This design comes from an exercise in tuning for small area, a short achievable clock period and few clock cycles per item on the open sky130 flow, not from production work.
Only simulation tests tie the RTL to the original design; equivalence was not proved.

==> flow/run.sh <==
#!/bin/bash
# synth_recipe.tcl (not shown) runs the flow's synth.tcl, then flattens the netlist and writes it again
# the make line also repeats each setting of config.mk as NAME=value (left out here)
make -C /OpenROAD-flow-scripts/flow DESIGN_CONFIG=/design/flow/config.mk WORK_HOME=/design/flow/orfs CLKGATE_MAP_FILE= SYNTH_SCRIPT=/design/flow/synth_recipe.tcl finish
==> flow/config.mk <==
export PLATFORM = sky130hd
export DESIGN_NAME = iteration_palette_gradient_top
export DESIGN_NICKNAME = iteration_palette_gradient_top
export VERILOG_FILES = /design/flow/design.v
export SDC_FILE = /design/flow/constraint.sdc
export NUM_CORES = 4
export LEC_CHECK = 0
export CAP_MARGIN = 20
export CORE_MARGIN = 2
export CORE_UTILIZATION = 40
export SLEW_MARGIN = 20
==> flow/constraint.sdc <==
create_clock -name core_clock -period 9.5 [get_ports {clock}]
set_input_delay 1.9000 -clock core_clock [delete_from_list [all_inputs] [get_ports {clock}]]
set_output_delay 1.9000 -clock core_clock [all_outputs]
set_load 0.01 [all_outputs]
==> flow/design.v <==
package ipg_pkg;
   localparam logic [15:0] MAX_ITER_RESET = 16'd256;
endpackage
module iteration_palette_gradient_top (
   input  logic             clock,
   input  logic             reset,
   input  logic             req_valid,
   output logic             req_ready,
   input  logic [15:0]      req_iteration_count,
   output logic             rsp_valid,
   input  logic             rsp_ready,
   output logic [7:0]       rsp_red,
   output logic [7:0]       rsp_green,
   output logic [7:0]       rsp_blue,
   input  logic             csr_wr_en,
   input  logic [15:0]      csr_wr_data
);
   function automatic logic [35:0] pal_booth(input logic [4:0] s);
      logic [35:0] c;
      case (s)
         5'd0: c = 36'h04806e015;
         5'd1: c = 36'h0b104506e;
         5'd2: c = 36'h08604806e;
         5'd3: c = 36'h0860b1045;
         5'd4: c = 36'h0860b1048;
         5'd5: c = 36'h0b10b10b1;
         5'd6: c = 36'h0480b10b1;
         5'd7: c = 36'h0450b10b1;
         5'd8: c = 36'h06e0480b1;
         5'd9: c = 36'h009045048;
         5'd10: c = 36'h02d06e048;
         5'd11: c = 36'ha461410b1;
         5'd12: c = 36'ha4618e06e;
         5'd13: c = 36'hab0aa9009;
         5'd14: c = 36'h18eaa9000;
         5'd15: c = 36'h14118e02d;
         5'd16: c = 36'h02d195156;
         5'd17: c = 36'h000141195;
         5'd18: c = 36'h009156ab0;
         5'd19: c = 36'h029030a46;
         5'd20: c = 36'h031031a46;
         5'd21: c = 36'h156031ab0;
         5'd22: c = 36'h19503018e;
         default: c = 36'h0;
      endcase
      pal_booth = c;
   endfunction
   function automatic logic [23:0] pal_blend(input logic [5:0] ix);
      logic [23:0] c;
      case (ix)
         6'd0: c = 24'h190a08;
         6'd1: c = 24'h2d140f;
         6'd2: c = 24'h2d140f;
         6'd3: c = 24'h462319;
         6'd4: c = 24'h462319;
         6'd5: c = 24'h643723;
         6'd6: c = 24'h643723;
         6'd7: c = 24'h825032;
         6'd8: c = 24'h825032;
         6'd9: c = 24'ha06946;
         6'd10: c = 24'ha06946;
         6'd11: c = 24'hb9825f;
         6'd12: c = 24'hb9825f;
         6'd13: c = 24'hcd9b78;
         6'd14: c = 24'hcd9b78;
         6'd15: c = 24'hdcb491;
         6'd16: c = 24'hdcb491;
         6'd17: c = 24'he6c8aa;
         6'd18: c = 24'he6c8aa;
         6'd19: c = 24'hebd7be;
         6'd20: c = 24'hebd7be;
         6'd21: c = 24'he6e1d2;
         6'd22: c = 24'he6e1d2;
         6'd23: c = 24'hb4d2eb;
         6'd24: c = 24'hb4d2eb;
         6'd25: c = 24'h82b4f5;
         6'd26: c = 24'h82b4f5;
         6'd27: c = 24'h5a91fa;
         6'd28: c = 24'h5a91fa;
         6'd29: c = 24'h3c6efa;
         6'd30: c = 24'h3c6efa;
         6'd31: c = 24'h2d50f5;
         6'd32: c = 24'h2d50f5;
         6'd33: c = 24'h2837eb;
         6'd34: c = 24'h2837eb;
         6'd35: c = 24'h2828d2;
         6'd36: c = 24'h2828d2;
         6'd37: c = 24'h2d1eaa;
         6'd38: c = 24'h2d1eaa;
         6'd39: c = 24'h2a1678;
         6'd40: c = 24'h2a1678;
         6'd41: c = 24'h230f46;
         6'd42: c = 24'h230f46;
         6'd43: c = 24'h19081e;
         6'd44: c = 24'h19081e;
         6'd45: c = 24'h000000;
         default: c = 24'h0;
      endcase
      pal_blend = c;
   endfunction
   logic [15:0] lim;
   logic        lz;
   logic [16:0] dv;
   logic        en;
   logic        rdy;
   logic [13:0] vld;
   logic [15:0] c_in;
   logic        out_v, skid_v, skid_v_n;
   logic [23:0] out_c, skid_c;
   logic [20:0] n_1;
   logic [0:0] int_2;
   logic [20:0] n_p1;
   logic [0:0] int_p1;
   logic [17:0] t_3;
   logic [16:0] h_4;
   logic [3:0] lo_5;
   logic [0:0] q_6;
   logic [0:0] int_p2;
   logic [16:0] h_p2;
   logic [3:0] lo_p2;
   logic [0:0] q_p2;
   logic [17:0] t_7;
   logic [16:0] h_8;
   logic [2:0] lo_9;
   logic [1:0] q_10;
   logic [0:0] int_p3;
   logic [16:0] h_p3;
   logic [2:0] lo_p3;
   logic [1:0] q_p3;
   logic [17:0] t_11;
   logic [16:0] h_12;
   logic [1:0] lo_13;
   logic [2:0] q_14;
   logic [0:0] int_p4;
   logic [16:0] h_p4;
   logic [1:0] lo_p4;
   logic [2:0] q_p4;
   logic [17:0] t_15;
   logic [16:0] h_16;
   logic [0:0] lo_17;
   logic [3:0] q_18;
   logic [0:0] int_p5;
   logic [16:0] h_p5;
   logic [0:0] lo_p5;
   logic [3:0] q_p5;
   logic [17:0] t_19;
   logic [16:0] h_20;
   logic [4:0] q_21;
   logic [0:0] int_p6;
   logic [16:0] h_p6;
   logic [4:0] q_p6;
   logic [4:0] s_22;
   logic [35:0] bd_23;
   logic [5:0] ix_24;
   logic [17:0] v00_25;
   logic [22:0] e00_26;
   logic [17:0] v01_27;
   logic [22:0] e01_28;
   logic [17:0] v02_29;
   logic [22:0] e02_30;
   logic [17:0] v03_31;
   logic [22:0] e03_32;
   logic [22:0] x0_33;
   logic [17:0] v10_34;
   logic [22:0] e10_35;
   logic [17:0] v11_36;
   logic [22:0] e11_37;
   logic [17:0] v12_38;
   logic [22:0] e12_39;
   logic [17:0] v13_40;
   logic [22:0] e13_41;
   logic [22:0] x1_42;
   logic [17:0] v20_43;
   logic [22:0] e20_44;
   logic [17:0] v21_45;
   logic [22:0] e21_46;
   logic [17:0] v22_47;
   logic [22:0] e22_48;
   logic [17:0] v23_49;
   logic [22:0] e23_50;
   logic [22:0] x2_51;
   logic [5:0] ix_p7;
   logic [22:0] x0_p7;
   logic [22:0] x1_p7;
   logic [22:0] x2_p7;
   logic [17:0] t_52;
   logic [16:0] ch0_53;
   logic [4:0] cl0_54;
   logic [1:0] cq0_55;
   logic [17:0] t_56;
   logic [16:0] ch1_57;
   logic [4:0] cl1_58;
   logic [1:0] cq1_59;
   logic [17:0] t_60;
   logic [16:0] ch2_61;
   logic [4:0] cl2_62;
   logic [1:0] cq2_63;
   logic [5:0] ix_p8;
   logic [16:0] ch0_p8;
   logic [4:0] cl0_p8;
   logic [1:0] cq0_p8;
   logic [16:0] ch1_p8;
   logic [4:0] cl1_p8;
   logic [1:0] cq1_p8;
   logic [16:0] ch2_p8;
   logic [4:0] cl2_p8;
   logic [1:0] cq2_p8;
   logic [17:0] t_64;
   logic [16:0] ch0_65;
   logic [3:0] cl0_66;
   logic [2:0] cq0_67;
   logic [17:0] t_68;
   logic [16:0] ch1_69;
   logic [3:0] cl1_70;
   logic [2:0] cq1_71;
   logic [17:0] t_72;
   logic [16:0] ch2_73;
   logic [3:0] cl2_74;
   logic [2:0] cq2_75;
   logic [5:0] ix_p9;
   logic [16:0] ch0_p9;
   logic [3:0] cl0_p9;
   logic [2:0] cq0_p9;
   logic [16:0] ch1_p9;
   logic [3:0] cl1_p9;
   logic [2:0] cq1_p9;
   logic [16:0] ch2_p9;
   logic [3:0] cl2_p9;
   logic [2:0] cq2_p9;
   logic [17:0] t_76;
   logic [16:0] ch0_77;
   logic [2:0] cl0_78;
   logic [3:0] cq0_79;
   logic [17:0] t_80;
   logic [16:0] ch1_81;
   logic [2:0] cl1_82;
   logic [3:0] cq1_83;
   logic [17:0] t_84;
   logic [16:0] ch2_85;
   logic [2:0] cl2_86;
   logic [3:0] cq2_87;
   logic [5:0] ix_p10;
   logic [16:0] ch0_p10;
   logic [2:0] cl0_p10;
   logic [3:0] cq0_p10;
   logic [16:0] ch1_p10;
   logic [2:0] cl1_p10;
   logic [3:0] cq1_p10;
   logic [16:0] ch2_p10;
   logic [2:0] cl2_p10;
   logic [3:0] cq2_p10;
   logic [17:0] t_88;
   logic [16:0] ch0_89;
   logic [1:0] cl0_90;
   logic [4:0] cq0_91;
   logic [17:0] t_92;
   logic [16:0] ch1_93;
   logic [1:0] cl1_94;
   logic [4:0] cq1_95;
   logic [17:0] t_96;
   logic [16:0] ch2_97;
   logic [1:0] cl2_98;
   logic [4:0] cq2_99;
   logic [5:0] ix_p11;
   logic [16:0] ch0_p11;
   logic [1:0] cl0_p11;
   logic [4:0] cq0_p11;
   logic [16:0] ch1_p11;
   logic [1:0] cl1_p11;
   logic [4:0] cq1_p11;
   logic [16:0] ch2_p11;
   logic [1:0] cl2_p11;
   logic [4:0] cq2_p11;
   logic [17:0] t_100;
   logic [16:0] ch0_101;
   logic [0:0] cl0_102;
   logic [5:0] cq0_103;
   logic [17:0] t_104;
   logic [16:0] ch1_105;
   logic [0:0] cl1_106;
   logic [5:0] cq1_107;
   logic [17:0] t_108;
   logic [16:0] ch2_109;
   logic [0:0] cl2_110;
   logic [5:0] cq2_111;
   logic [5:0] ix_p12;
   logic [16:0] ch0_p12;
   logic [0:0] cl0_p12;
   logic [5:0] cq0_p12;
   logic [16:0] ch1_p12;
   logic [0:0] cl1_p12;
   logic [5:0] cq1_p12;
   logic [16:0] ch2_p12;
   logic [0:0] cl2_p12;
   logic [5:0] cq2_p12;
   logic [17:0] t_112;
   logic [6:0] cq0_113;
   logic [17:0] t_114;
   logic [6:0] cq1_115;
   logic [17:0] t_116;
   logic [6:0] cq2_117;
   logic [5:0] ix_p13;
   logic [6:0] cq0_p13;
   logic [6:0] cq1_p13;
   logic [6:0] cq2_p13;
   logic [23:0] kb_118;
   logic [23:0] col_119;
   always_ff @(posedge clock) begin
      if (reset) begin
         lim <= 16'd256;
         lz  <= 1'b0;
      end else if (csr_wr_en) begin
         lim <= csr_wr_data;
         lz  <= (csr_wr_data == 16'd0);
      end
   end
   assign dv = {1'b0, lim[15:1], lim[0] | lz};
   assign en = !skid_v;
   always_ff @(posedge clock) begin
      if (reset) begin
         vld <= '0;
      end else if (en) begin
         vld <= {vld[12:0], req_valid};
      end
   end
   always_ff @(posedge clock) begin
      if (en) begin
         c_in <= req_iteration_count;
      end
   end
   assign n_1 = ({5'd0, c_in} << 4) + ({5'd0, c_in} << 3) - {5'd0, c_in};
   assign int_2 = (c_in >= lim);
   assign t_3 = {1'b0, n_p1[20:4]} + ({1'b0, dv} ^ {18{1'b1}}) + {17'd0, 1'b1};
   assign h_4 = t_3[16:0];
   assign lo_5 = n_p1[3:0];
   assign q_6 = !t_3[16];
   assign t_7 = {h_p2, lo_p2[3]} + ({1'b0, dv} ^ {18{!h_p2[16]}}) + {17'd0, !h_p2[16]};
   assign h_8 = t_7[16:0];
   assign lo_9 = lo_p2[2:0];
   assign q_10 = {q_p2, !t_7[16]};
   assign t_11 = {h_p3, lo_p3[2]} + ({1'b0, dv} ^ {18{!h_p3[16]}}) + {17'd0, !h_p3[16]};
   assign h_12 = t_11[16:0];
   assign lo_13 = lo_p3[1:0];
   assign q_14 = {q_p3, !t_11[16]};
   assign t_15 = {h_p4, lo_p4[1]} + ({1'b0, dv} ^ {18{!h_p4[16]}}) + {17'd0, !h_p4[16]};
   assign h_16 = t_15[16:0];
   assign lo_17 = lo_p4[0:0];
   assign q_18 = {q_p4, !t_15[16]};
   assign t_19 = {h_p5, lo_p5[0]} + ({1'b0, dv} ^ {18{!h_p5[16]}}) + {17'd0, !h_p5[16]};
   assign h_20 = t_19[16:0];
   assign q_21 = {q_p5, !t_19[16]};
   assign s_22 = int_p6 ? 5'd23 : q_p6;
   assign bd_23 = pal_booth(s_22);
   assign ix_24 = {s_22, h_p6[16]};
   assign v00_25 = (bd_23[1] ? {h_p6, 1'b0} : (bd_23[0] ? {h_p6[16], h_p6} : 18'd0)) ^ {18{bd_23[2]}};
   assign e00_26 = {{5{v00_25[17]}}, v00_25} << 0;
   assign v01_27 = (bd_23[4] ? {h_p6, 1'b0} : (bd_23[3] ? {h_p6[16], h_p6} : 18'd0)) ^ {18{bd_23[5]}};
   assign e01_28 = {{5{v01_27[17]}}, v01_27} << 2;
   assign v02_29 = (bd_23[7] ? {h_p6, 1'b0} : (bd_23[6] ? {h_p6[16], h_p6} : 18'd0)) ^ {18{bd_23[8]}};
   assign e02_30 = {{5{v02_29[17]}}, v02_29} << 4;
   assign v03_31 = (bd_23[10] ? {h_p6, 1'b0} : (bd_23[9] ? {h_p6[16], h_p6} : 18'd0)) ^ {18{bd_23[11]}};
   assign e03_32 = {{5{v03_31[17]}}, v03_31} << 6;
   assign x0_33 = e00_26 + e01_28 + e02_30 + e03_32 + {16'd0, bd_23[11], 1'b0, bd_23[8], 1'b0, bd_23[5], 1'b0, bd_23[2]};
   assign v10_34 = (bd_23[13] ? {h_p6, 1'b0} : (bd_23[12] ? {h_p6[16], h_p6} : 18'd0)) ^ {18{bd_23[14]}};
   assign e10_35 = {{5{v10_34[17]}}, v10_34} << 0;
   assign v11_36 = (bd_23[16] ? {h_p6, 1'b0} : (bd_23[15] ? {h_p6[16], h_p6} : 18'd0)) ^ {18{bd_23[17]}};
   assign e11_37 = {{5{v11_36[17]}}, v11_36} << 2;
   assign v12_38 = (bd_23[19] ? {h_p6, 1'b0} : (bd_23[18] ? {h_p6[16], h_p6} : 18'd0)) ^ {18{bd_23[20]}};
   assign e12_39 = {{5{v12_38[17]}}, v12_38} << 4;
   assign v13_40 = (bd_23[22] ? {h_p6, 1'b0} : (bd_23[21] ? {h_p6[16], h_p6} : 18'd0)) ^ {18{bd_23[23]}};
   assign e13_41 = {{5{v13_40[17]}}, v13_40} << 6;
   assign x1_42 = e10_35 + e11_37 + e12_39 + e13_41 + {16'd0, bd_23[23], 1'b0, bd_23[20], 1'b0, bd_23[17], 1'b0, bd_23[14]};
   assign v20_43 = (bd_23[25] ? {h_p6, 1'b0} : (bd_23[24] ? {h_p6[16], h_p6} : 18'd0)) ^ {18{bd_23[26]}};
   assign e20_44 = {{5{v20_43[17]}}, v20_43} << 0;
   assign v21_45 = (bd_23[28] ? {h_p6, 1'b0} : (bd_23[27] ? {h_p6[16], h_p6} : 18'd0)) ^ {18{bd_23[29]}};
   assign e21_46 = {{5{v21_45[17]}}, v21_45} << 2;
   assign v22_47 = (bd_23[31] ? {h_p6, 1'b0} : (bd_23[30] ? {h_p6[16], h_p6} : 18'd0)) ^ {18{bd_23[32]}};
   assign e22_48 = {{5{v22_47[17]}}, v22_47} << 4;
   assign v23_49 = (bd_23[34] ? {h_p6, 1'b0} : (bd_23[33] ? {h_p6[16], h_p6} : 18'd0)) ^ {18{bd_23[35]}};
   assign e23_50 = {{5{v23_49[17]}}, v23_49} << 6;
   assign x2_51 = e20_44 + e21_46 + e22_48 + e23_50 + {16'd0, bd_23[35], 1'b0, bd_23[32], 1'b0, bd_23[29], 1'b0, bd_23[26]};
   assign t_52 = x0_p7[22:5] + ({1'b0, dv} ^ {18{!x0_p7[22]}}) + {17'd0, !x0_p7[22]};
   assign ch0_53 = t_52[16:0];
   assign cl0_54 = x0_p7[4:0];
   assign cq0_55 = {!x0_p7[22], !t_52[16]};
   assign t_56 = x1_p7[22:5] + ({1'b0, dv} ^ {18{!x1_p7[22]}}) + {17'd0, !x1_p7[22]};
   assign ch1_57 = t_56[16:0];
   assign cl1_58 = x1_p7[4:0];
   assign cq1_59 = {!x1_p7[22], !t_56[16]};
   assign t_60 = x2_p7[22:5] + ({1'b0, dv} ^ {18{!x2_p7[22]}}) + {17'd0, !x2_p7[22]};
   assign ch2_61 = t_60[16:0];
   assign cl2_62 = x2_p7[4:0];
   assign cq2_63 = {!x2_p7[22], !t_60[16]};
   assign t_64 = {ch0_p8, cl0_p8[4]} + ({1'b0, dv} ^ {18{!ch0_p8[16]}}) + {17'd0, !ch0_p8[16]};
   assign ch0_65 = t_64[16:0];
   assign cl0_66 = cl0_p8[3:0];
   assign cq0_67 = {cq0_p8, !t_64[16]};
   assign t_68 = {ch1_p8, cl1_p8[4]} + ({1'b0, dv} ^ {18{!ch1_p8[16]}}) + {17'd0, !ch1_p8[16]};
   assign ch1_69 = t_68[16:0];
   assign cl1_70 = cl1_p8[3:0];
   assign cq1_71 = {cq1_p8, !t_68[16]};
   assign t_72 = {ch2_p8, cl2_p8[4]} + ({1'b0, dv} ^ {18{!ch2_p8[16]}}) + {17'd0, !ch2_p8[16]};
   assign ch2_73 = t_72[16:0];
   assign cl2_74 = cl2_p8[3:0];
   assign cq2_75 = {cq2_p8, !t_72[16]};
   assign t_76 = {ch0_p9, cl0_p9[3]} + ({1'b0, dv} ^ {18{!ch0_p9[16]}}) + {17'd0, !ch0_p9[16]};
   assign ch0_77 = t_76[16:0];
   assign cl0_78 = cl0_p9[2:0];
   assign cq0_79 = {cq0_p9, !t_76[16]};
   assign t_80 = {ch1_p9, cl1_p9[3]} + ({1'b0, dv} ^ {18{!ch1_p9[16]}}) + {17'd0, !ch1_p9[16]};
   assign ch1_81 = t_80[16:0];
   assign cl1_82 = cl1_p9[2:0];
   assign cq1_83 = {cq1_p9, !t_80[16]};
   assign t_84 = {ch2_p9, cl2_p9[3]} + ({1'b0, dv} ^ {18{!ch2_p9[16]}}) + {17'd0, !ch2_p9[16]};
   assign ch2_85 = t_84[16:0];
   assign cl2_86 = cl2_p9[2:0];
   assign cq2_87 = {cq2_p9, !t_84[16]};
   assign t_88 = {ch0_p10, cl0_p10[2]} + ({1'b0, dv} ^ {18{!ch0_p10[16]}}) + {17'd0, !ch0_p10[16]};
   assign ch0_89 = t_88[16:0];
   assign cl0_90 = cl0_p10[1:0];
   assign cq0_91 = {cq0_p10, !t_88[16]};
   assign t_92 = {ch1_p10, cl1_p10[2]} + ({1'b0, dv} ^ {18{!ch1_p10[16]}}) + {17'd0, !ch1_p10[16]};
   assign ch1_93 = t_92[16:0];
   assign cl1_94 = cl1_p10[1:0];
   assign cq1_95 = {cq1_p10, !t_92[16]};
   assign t_96 = {ch2_p10, cl2_p10[2]} + ({1'b0, dv} ^ {18{!ch2_p10[16]}}) + {17'd0, !ch2_p10[16]};
   assign ch2_97 = t_96[16:0];
   assign cl2_98 = cl2_p10[1:0];
   assign cq2_99 = {cq2_p10, !t_96[16]};
   assign t_100 = {ch0_p11, cl0_p11[1]} + ({1'b0, dv} ^ {18{!ch0_p11[16]}}) + {17'd0, !ch0_p11[16]};
   assign ch0_101 = t_100[16:0];
   assign cl0_102 = cl0_p11[0:0];
   assign cq0_103 = {cq0_p11, !t_100[16]};
   assign t_104 = {ch1_p11, cl1_p11[1]} + ({1'b0, dv} ^ {18{!ch1_p11[16]}}) + {17'd0, !ch1_p11[16]};
   assign ch1_105 = t_104[16:0];
   assign cl1_106 = cl1_p11[0:0];
   assign cq1_107 = {cq1_p11, !t_104[16]};
   assign t_108 = {ch2_p11, cl2_p11[1]} + ({1'b0, dv} ^ {18{!ch2_p11[16]}}) + {17'd0, !ch2_p11[16]};
   assign ch2_109 = t_108[16:0];
   assign cl2_110 = cl2_p11[0:0];
   assign cq2_111 = {cq2_p11, !t_108[16]};
   assign t_112 = {ch0_p12, cl0_p12[0]} + ({1'b0, dv} ^ {18{!ch0_p12[16]}}) + {17'd0, !ch0_p12[16]};
   assign cq0_113 = {cq0_p12, !t_112[16]};
   assign t_114 = {ch1_p12, cl1_p12[0]} + ({1'b0, dv} ^ {18{!ch1_p12[16]}}) + {17'd0, !ch1_p12[16]};
   assign cq1_115 = {cq1_p12, !t_114[16]};
   assign t_116 = {ch2_p12, cl2_p12[0]} + ({1'b0, dv} ^ {18{!ch2_p12[16]}}) + {17'd0, !ch2_p12[16]};
   assign cq2_117 = {cq2_p12, !t_116[16]};
   assign kb_118 = pal_blend(ix_p13);
   assign col_119[0+:8] = kb_118[0+:8] + {{2{!cq0_p13[6]}}, cq0_p13[5:0]};
   assign col_119[8+:8] = kb_118[8+:8] + {{2{!cq1_p13[6]}}, cq1_p13[5:0]};
   assign col_119[16+:8] = kb_118[16+:8] + {{2{!cq2_p13[6]}}, cq2_p13[5:0]};
   always_ff @(posedge clock) begin
      if (en) begin
         n_p1 <= n_1;
         int_p1 <= int_2;
      end
   end
   always_ff @(posedge clock) begin
      if (en) begin
         int_p2 <= int_p1;
         h_p2 <= h_4;
         lo_p2 <= lo_5;
         q_p2 <= q_6;
      end
   end
   always_ff @(posedge clock) begin
      if (en) begin
         int_p3 <= int_p2;
         h_p3 <= h_8;
         lo_p3 <= lo_9;
         q_p3 <= q_10;
      end
   end
   always_ff @(posedge clock) begin
      if (en) begin
         int_p4 <= int_p3;
         h_p4 <= h_12;
         lo_p4 <= lo_13;
         q_p4 <= q_14;
      end
   end
   always_ff @(posedge clock) begin
      if (en) begin
         int_p5 <= int_p4;
         h_p5 <= h_16;
         lo_p5 <= lo_17;
         q_p5 <= q_18;
      end
   end
   always_ff @(posedge clock) begin
      if (en) begin
         int_p6 <= int_p5;
         h_p6 <= h_20;
         q_p6 <= q_21;
      end
   end
   always_ff @(posedge clock) begin
      if (en) begin
         ix_p7 <= ix_24;
         x0_p7 <= x0_33;
         x1_p7 <= x1_42;
         x2_p7 <= x2_51;
      end
   end
   always_ff @(posedge clock) begin
      if (en) begin
         ix_p8 <= ix_p7;
         ch0_p8 <= ch0_53;
         cl0_p8 <= cl0_54;
         cq0_p8 <= cq0_55;
         ch1_p8 <= ch1_57;
         cl1_p8 <= cl1_58;
         cq1_p8 <= cq1_59;
         ch2_p8 <= ch2_61;
         cl2_p8 <= cl2_62;
         cq2_p8 <= cq2_63;
      end
   end
   always_ff @(posedge clock) begin
      if (en) begin
         ix_p9 <= ix_p8;
         ch0_p9 <= ch0_65;
         cl0_p9 <= cl0_66;
         cq0_p9 <= cq0_67;
         ch1_p9 <= ch1_69;
         cl1_p9 <= cl1_70;
         cq1_p9 <= cq1_71;
         ch2_p9 <= ch2_73;
         cl2_p9 <= cl2_74;
         cq2_p9 <= cq2_75;
      end
   end
   always_ff @(posedge clock) begin
      if (en) begin
         ix_p10 <= ix_p9;
         ch0_p10 <= ch0_77;
         cl0_p10 <= cl0_78;
         cq0_p10 <= cq0_79;
         ch1_p10 <= ch1_81;
         cl1_p10 <= cl1_82;
         cq1_p10 <= cq1_83;
         ch2_p10 <= ch2_85;
         cl2_p10 <= cl2_86;
         cq2_p10 <= cq2_87;
      end
   end
   always_ff @(posedge clock) begin
      if (en) begin
         ix_p11 <= ix_p10;
         ch0_p11 <= ch0_89;
         cl0_p11 <= cl0_90;
         cq0_p11 <= cq0_91;
         ch1_p11 <= ch1_93;
         cl1_p11 <= cl1_94;
         cq1_p11 <= cq1_95;
         ch2_p11 <= ch2_97;
         cl2_p11 <= cl2_98;
         cq2_p11 <= cq2_99;
      end
   end
   always_ff @(posedge clock) begin
      if (en) begin
         ix_p12 <= ix_p11;
         ch0_p12 <= ch0_101;
         cl0_p12 <= cl0_102;
         cq0_p12 <= cq0_103;
         ch1_p12 <= ch1_105;
         cl1_p12 <= cl1_106;
         cq1_p12 <= cq1_107;
         ch2_p12 <= ch2_109;
         cl2_p12 <= cl2_110;
         cq2_p12 <= cq2_111;
      end
   end
   always_ff @(posedge clock) begin
      if (en) begin
         ix_p13 <= ix_p12;
         cq0_p13 <= cq0_113;
         cq1_p13 <= cq1_115;
         cq2_p13 <= cq2_117;
      end
   end
   always_comb begin
      if (skid_v) begin
         skid_v_n = !rsp_ready;
      end else if (out_v && !rsp_ready) begin
         skid_v_n = vld[13];
      end else begin
         skid_v_n = 1'b0;
      end
   end
   always_ff @(posedge clock) begin
      if (reset) begin
         out_v  <= 1'b0;
         skid_v <= 1'b0;
         rdy    <= 1'b1;
      end else begin
         skid_v <= skid_v_n;
         rdy    <= !skid_v_n;
         if (skid_v) begin
            if (rsp_ready) begin
               out_v <= 1'b1;
            end
         end else if (!(out_v && !rsp_ready)) begin
            out_v <= vld[13];
         end
      end
   end
   always_ff @(posedge clock) begin
      if (skid_v) begin
         if (rsp_ready) begin
            out_c <= skid_c;
         end
      end else if (out_v && !rsp_ready) begin
         skid_c <= col_119;
      end else begin
         out_c <= col_119;
      end
   end
   assign req_ready = rdy;
   assign rsp_valid = out_v;
   assign rsp_red   = out_c[7:0];
   assign rsp_green = out_c[15:8];
   assign rsp_blue  = out_c[23:16];
endmodule
==> qor.csv, run 1 <==
stage,metric,value,unit
status,status,no timing/DRC/antenna violations,
floorplanning,# rows,138,
route,post-route ant nets,0,
worst_setup_path,"critical path, cell by cell","inv_1, nand2_1, ha_1, nand2_1, a21boi_0, o311ai_4, a21oi_2, a22oi_1, xnor2_1, fa_1, inv_1, fa_1, fa_1, inv_1, ha_1, a21oi_1, a21oi_1, a211o_1, o31ai_1, a2bb2oi_1, a21oi_1, xor2_1",
final_layout,register area,22000,um^2
synth,syn_nets,6142,
floorplanning,# IOs,63,
sta,Rel. slew slack,24.3,%
final_layout,Multi-input gate area,32500,um^2
floorplanning,Die Span X,381,um
sta,Final Hold Viols,0,
worst_setup_path,reg2reg end,x2_p7[20],
sta,Worst Skew,0.0205,ns
worst_setup_path,CP Launch Type,flop,
final_layout,share of cells above drive strength 1,7.02,%
synth,Yosys top cell area share,36.6,%
global_routing,largest net degree at the start of global routing,165,
sta,RSZ-0062 raised after global routing,false,
worst_setup_path,"Buf+Inv Stages, Crit Path",3,
cts,hold buffer count at CTS,0,
worst_setup_path,Crit Path Class,flop to flop,
sta,TNS Setup,0,ns
global_routing,first-pass GRT wire length,202000,um
placement,pre-CTS worst setup slack,2.10,ns
cts,H-tree lvl count,3,
synth,"EDFF count, synth",693,
placement,cell count after placement,7188,
synth,sequential element share of the synthesized area,38.6,%
route,detail-routed via count per cell,5.28,
synth,post-synthesis cell area,56900,um^2
synth,dominant cells by area after synthesis,"edfxtp_1, ha_1, xnor2_1",
worst_setup_path,"Max stage delay cell, worst path",edfxtp_1,
worst_setup_path,worst r2r src,int_p6,
worst_hold_path,Hold Crit Endpoint,lo_p2[2],
cts,CTS clock-pin slew for the worst setup and hold paths,0.06,ns
worst_setup_path,data required time at the worst endpoint,9.92,ns
cts,post_cts resized,0,
cts,Clock Sinks,751,
placement,post-DP HPWL,89800,um
synth,Yosys cell types,98,
sta,worst hold margin,0.412,ns
placement,routability cong.,0.845,
floorplanning,Starting Density,40.2,%
final_layout,final instance area,62300,um^2
sta,# setup viols final,0,
worst_setup_path,Critical Path Max Stage Delay,0.93,ns
cts,worst skew pair latency,0.69,ns
final_layout,Area Growth Syn to Fin,9.52,%
route,DR vias,38800,
sta,final critical-path required period,7.51,ns
floorplanning,Die Ht,381,um
route,wire per inst,17.1,um
sta,Final Cycle Share,79.1,%
sta,max-slew violation count,0,
synth,most frequent cell after synthesis,xnor2_1,
worst_setup_path,CP Data Arrival Time,7.94,ns
synth,Synth Area per Inst,10.5,um^2
route,DR pass1 iterations,6,
global_routing,vias in the first global route,37500,
sta,fmax,133,MHz
route,DRC Markers,0,
worst_setup_path,worst-path fanout max,20,
cts,Clock Path Buffers,3,
flow_run,MaxCap Viol Count,0,
route,first-iteration detailed-routing DRC count,2948,
floorplanning,Core ar.,141000,um^2
final_layout,"non-filler cells, final",7347,
worst_setup_path,Top delay family on crit path,compound AO/OA/AOI/OAI gates,
synth,commonest cells in the netlist,"xnor2_1, edfxtp_1, ha_1",
route,total wire length,126000,um
global_routing,GRT Total Usage,17.1,%
final_layout,FILL cells,13200,
floorplanning,Die ar.,145000,um^2
global_routing,initial antenna violation count,4,
global_routing,total global routing overflow,0,
synth,#FFs+latches synth,751,
worst_setup_path,flop2flop setup slack,1.99,ns
placement,Port Buffers,62,
synth,"FFs w/ async S/R, synth",0,%
synth,"area leader, netlist",edfxtp_1,
final_layout,final core occ,44.1,%
worst_hold_path,worst hold path cell count,0,
final_layout,n_diodes,0,
cts,TritonCTS clock tree,yes,
worst_hold_path,worst min-delay path startpoint,n_p1[2],
cts,clock buffer count from CTS,86,
synth,Synth warnings,1,
cts,postcts setup bufs,0,
worst_setup_path,r2r worst-path depth,22,
sta,final setup margin,1.99,ns
placement,Placed Area,59400,um^2
synth,"Primary FF master, synth",edfxtp_1,
worst_hold_path,HP Class,flop to flop,
sta,Worst-Margin Slew,1.14,ns
synth,Synth Instances,5413,
cts,CTS root buffer,clkbuf_16,
final_layout,# nets final,6116,
worst_setup_path,CP Capture Type,flop,
==> flip-flops by register name (all words and copies together), names as in the netlist, 21 cells and up <==
signal and cells:
kb_118 24, out_c 24, skid_c 24, x0_p7 23, x1_p7 23, x2_p7 23, n_p1 21
==> worst max path at each step <==
stage          slack [ns]   start        end  cells after the start
2_1_floorplan        3.30  skid_v  out_c[21]                      5
3_3_place_gp         2.22  int_p6  x2_p7[18]                     22
3_5_place_dp         2.10  int_p6  x2_p7[22]                     22
4_1_cts              2.07  int_p6  x2_p7[20]                     22
5_1_grt              1.40  int_p6  x2_p7[21]                     21
6_report             1.99  int_p6  x2_p7[20]                     22
==> kinds of logic after synthesis <==
logic type      after synthesis  share of synthesized area [%]
fa+ha+maj                   692                           17.1
simple gates               1154                           9.91
buf+inv                     635                           4.39
mux                          64                           1.20
compound gates             1214                           14.9
xor+xnor                    903                           13.9
flops                       751                           38.6
==> final cells by class <==
class                           count  share of cell area (%)
Multi-Input combinational cell   4027                    52.1
Sequential cell                   751                    35.3
Tap cell                         1890                    3.79
Clock buffer                       92                    3.49
Inverter                          406                    2.46
Timing Repair Buffer              115                    1.69
Clock inverter                     66                    1.16
==> cells in the final DEF (no fill, tap or decap), types with 90 or more instances in the layout <==
cell / Yosys / final
xnor2_1: 749 / 749
edfxtp_1: 693 / 693
ha_1: 548 / 548
inv_1: 399 / 398
nor2_1: 354 / 353
a21oi_1: 301 / 301
nand2_1: 255 / 255
a21o_1: 191 / 191
xor2_1: 154 / 154
fa_1: 144 / 144
o21ai_0: 132 / 131
and3_1: 108 / 108
o21a_1: 90 / 90
==> worst register-to-register path: cells and delay by family (launching register included) <==
| kind | cells | cell delay, ns |
|---|---|---|
| simple gates | 2 | 0.49 |
| xor+xnor | 2 | 0.35 |
| fa+ha+maj | 5 | 2.25 |
| compound gates | 10 | 2.91 |
| flops | 1 | 0.93 |
| buf+inv | 3 | 0.34 |
==> routing by layer <==
layer  track usage, %  up-vias  share of wire [%]
met5                0        -              0.010
met4             4.36        2                2.3
met3             2.25      170                4.2
met2             27.4      788                 45
met1             24.4    18600                 48
li1                 -    19200                  -
Testbench counts, summed over its fixed seeds: cycles 4,920, items 4,800.
==> run 2: changes to the inputs <==
--- a/flow/config.mk
+++ b/flow/config.mk
@@ -7,2 +7,3 @@
 export LEC_CHECK = 0
+export ABC_CLOCK_PERIOD_IN_PS = 3000
 export CAP_MARGIN = 20
@@ -10,2 +11,3 @@
 export CORE_UTILIZATION = 40
+export SETUP_SLACK_MARGIN = 5
 export SLEW_MARGIN = 20
==> run 2 against run 1 <==
  * Critical endpoint is now x1_p7[20]
  * Critical path type unchanged
  * Still clean on timing, DRC and antenna
  * Setup slack improved by 1.7 ns
  * Utilization rose by 2.2 points
  * Clock-buffer cell count rose by 19
==> qor.csv, run 2 <==
stage,metric,value,unit
status,status,no timing/DRC/antenna violations,
cts,worst skew pair latency,0.71,ns
worst_setup_path,Crit Path Class,flop to flop,
placement,post-DP HPWL,91000,um
sta,Final Hold Viols,0,
worst_setup_path,CP Launch Type,flop,
floorplanning,# IOs,63,
placement,Port Buffers,62,
sta,Final Cycle Share,60.7,%
worst_setup_path,Critical Path Max Stage Delay,0.54,ns
synth,Synth warnings,1,
route,DR pass1 iterations,6,
route,post-route ant nets,0,
sta,TNS Setup,0,ns
synth,Synth Area per Inst,10.5,um^2
route,wire per inst,17.6,um
floorplanning,Die Span X,381,um
floorplanning,Die Ht,381,um
final_layout,Area Growth Syn to Fin,15.0,%
synth,"EDFF count, synth",693,
cts,TritonCTS clock tree,yes,
sta,RSZ-0062 raised after global routing,true,
final_layout,n_diodes,0,
global_routing,initial antenna violation count,4,
sta,final critical-path required period,5.76,ns
cts,CTS clock-pin slew for the worst setup and hold paths,0.06,ns
synth,commonest cells in the netlist,"xnor2_1, edfxtp_1, ha_1",
global_routing,vias in the first global route,38800,
placement,cell count after placement,7196,
sta,# setup viols final,0,
worst_setup_path,r2r worst-path depth,25,
placement,Placed Area,60000,um^2
synth,dominant cells by area after synthesis,"edfxtp_1, ha_1, xnor2_1",
global_routing,total global routing overflow,0,
worst_setup_path,data required time at the worst endpoint,9.93,ns
final_layout,final instance area,65500,um^2
worst_setup_path,crit-path most repeated cell,ha_4,
cts,CTS root buffer,clkbuf_16,
cts,H-tree lvl count,3,
synth,syn_nets,6142,
worst_hold_path,worst min-delay path startpoint,cl0_p8[3],
synth,"area leader, netlist",edfxtp_1,
worst_hold_path,Hold Crit Endpoint,cl0_p9[3],
sta,Rel. slew slack,31.8,%
route,detail-routed via count per cell,5.31,
synth,"FFs w/ async S/R, synth",0,%
worst_hold_path,worst hold path cell count,0,
worst_setup_path,CP Capture Type,flop,
final_layout,"leading cell type in the layout, fill and taps excluded",xnor2_1,
global_routing,first-pass GRT wire length,211000,um
route,DR vias,39900,
synth,Yosys cell types,98,
final_layout,"non-filler cells, final",7511,
worst_setup_path,flop2flop setup slack,3.74,ns
worst_setup_path,CP Data Arrival Time,6.19,ns
synth,sequential element share of the synthesized area,38.6,%
sta,Worst Skew,0.0433,ns
sta,max-slew violation count,0,
global_routing,largest net degree at the start of global routing,149,
floorplanning,# rows,138,
final_layout,share of cells above drive strength 1,13.3,%
route,first-iteration detailed-routing DRC count,2866,
synth,Synth Instances,5413,
cts,Clock Path Buffers,3,
flow_run,MaxCap Viol Count,0,
floorplanning,Starting Density,40.2,%
floorplanning,Die ar.,145000,um^2
cts,Clock Sinks,751,
sta,Worst-Margin Slew,1.02,ns
synth,post-synthesis cell area,56900,um^2
floorplanning,Core ar.,141000,um^2
worst_hold_path,HP Class,flop to flop,
worst_setup_path,worst r2r src,int_p6,
cts,clock buffer count from CTS,87,
global_routing,GRT Total Usage,17.9,%
route,DRC Markers,0,
synth,Yosys top cell area share,36.6,%
synth,most frequent cell after synthesis,xnor2_1,
sta,fmax,173,MHz
worst_setup_path,"Max stage delay cell, worst path",fa_1,
worst_setup_path,reg2reg end,x1_p7[20],
final_layout,# nets final,6281,
placement,routability cong.,0.849,
synth,#FFs+latches synth,751,
synth,"Primary FF master, synth",edfxtp_1,
final_layout,most frequent cells in the layout,"xnor2_1, edfxtp_1, ha_1",
worst_setup_path,worst-path fanout max,10,
route,total wire length,132000,um
==> run 2: how the worst max path moves through the flow <==
stage	to	startpoint	cells past startpoint	slack (ns)
6_report	x1_p7[20]	int_p6	25	3.74
5_1_grt	x1_p7[20]	int_p6	25	3.55
4_1_cts	x2_p7[18]	int_p6	24	3.97
3_5_place_dp	x0_p7[22]	int_p6	21	2.79
3_3_place_gp	x1_p7[20]	int_p6	22	2.83
2_1_floorplan	x1_p7[20]	int_p6	26	4.10
==> run 2: layout make-up <==
class	instances	area [um^2]
inverter	406	1560
fill	12900	76000
multi-input combinational	4027	34100
timing repair buffer	279	2590
clock inverter	47	582
sequential	751	22000
clock buffer	111	2310
tap	1890	2360
==> run 2: repair_timing <==
item	in CTS	in global routing
setup endpoints to repair	59	55
pin swaps	88	76
gates resized for setup	151	88
gates cloned	3	2
hold buffers	0	0
setup buffers	128	24
==> run 2: critical path: cells and delay by family (launching register included) <==
kind,cells,cell delay [ns]
mux,1,0.10
simple gates,3,0.41
flops,1,0.44
buf+inv,6,0.75
fa+ha+maj,5,1.75
compound gates,8,1.79
xor+xnor,2,0.22
==> run 2: cell families after synthesis <==
family | Yosys count | synth area share, %
compound gates | 1214 | 14.9
simple gates | 1154 | 9.91
xor+xnor | 903 | 13.9
flops | 751 | 38.6
fa+ha+maj | 692 | 17.1
buf+inv | 635 | 4.39
mux | 64 | 1.20
==> run 2: through the flow <==
stage | hold WS (ns) | util, % | setup slack [ns]
finish | 0.377 | 46.3 | 3.74
floorplan | 0.400 | - | 4.10
CTS | 0.378 | 45.8 | 3.97
detailed placement | 0.405 | 42.4 | 2.79
global placement | 0.401 | 42.4 | 2.83
global route | 0.387 | 46.3 | 3.55
==> run 2: layer usage <==
| layer | up-vias | global-route usage [%] | routed length (um) |
|---|---|---|---|
| met3 | 228 | 2.41 | 5590 |
| met4 | 2 | 4.79 | 3500 |
| li1 | 19600 | - | - |
| met2 | 868 | 29.3 | 61000 |
| met5 | - | 0 | 35 |
| met1 | 19200 | 24.7 | 61800 |

## separate check: timing with driven ports
The flow's constraints put no driver on any port. The routed layouts listed below were extracted and timed again, unchanged, in two steps.
Step 1 assumes that a clkbuf_16 drives the clock port and a buf_2 every other input.
Step 2 adds t to the input delays and takes it off the output delays; t is the mean of the earliest and latest rising clock arrival at the registers after step 1. Input paths then give back, and output paths get back, about the clock's delay inside the block.
Slacks: ideal ports / drivers / drivers and shift; pairs: ideal ports / drivers.
| run | shift t [ns] | setup slack, ns | slew at the worst register clock pin (ns) | worst slew at a driven data input, ns |
|---|---|---|---|---|
| run 1 | 0.748 | 1.986 / 1.986 / 1.986 | 0.06 / 0.06 | 0.04 |
| run 2 | 0.755 | 3.735 / 3.735 / 3.735 | 0.07 / 0.07 | 0.04 |
After both steps every run listed still meets setup and hold.
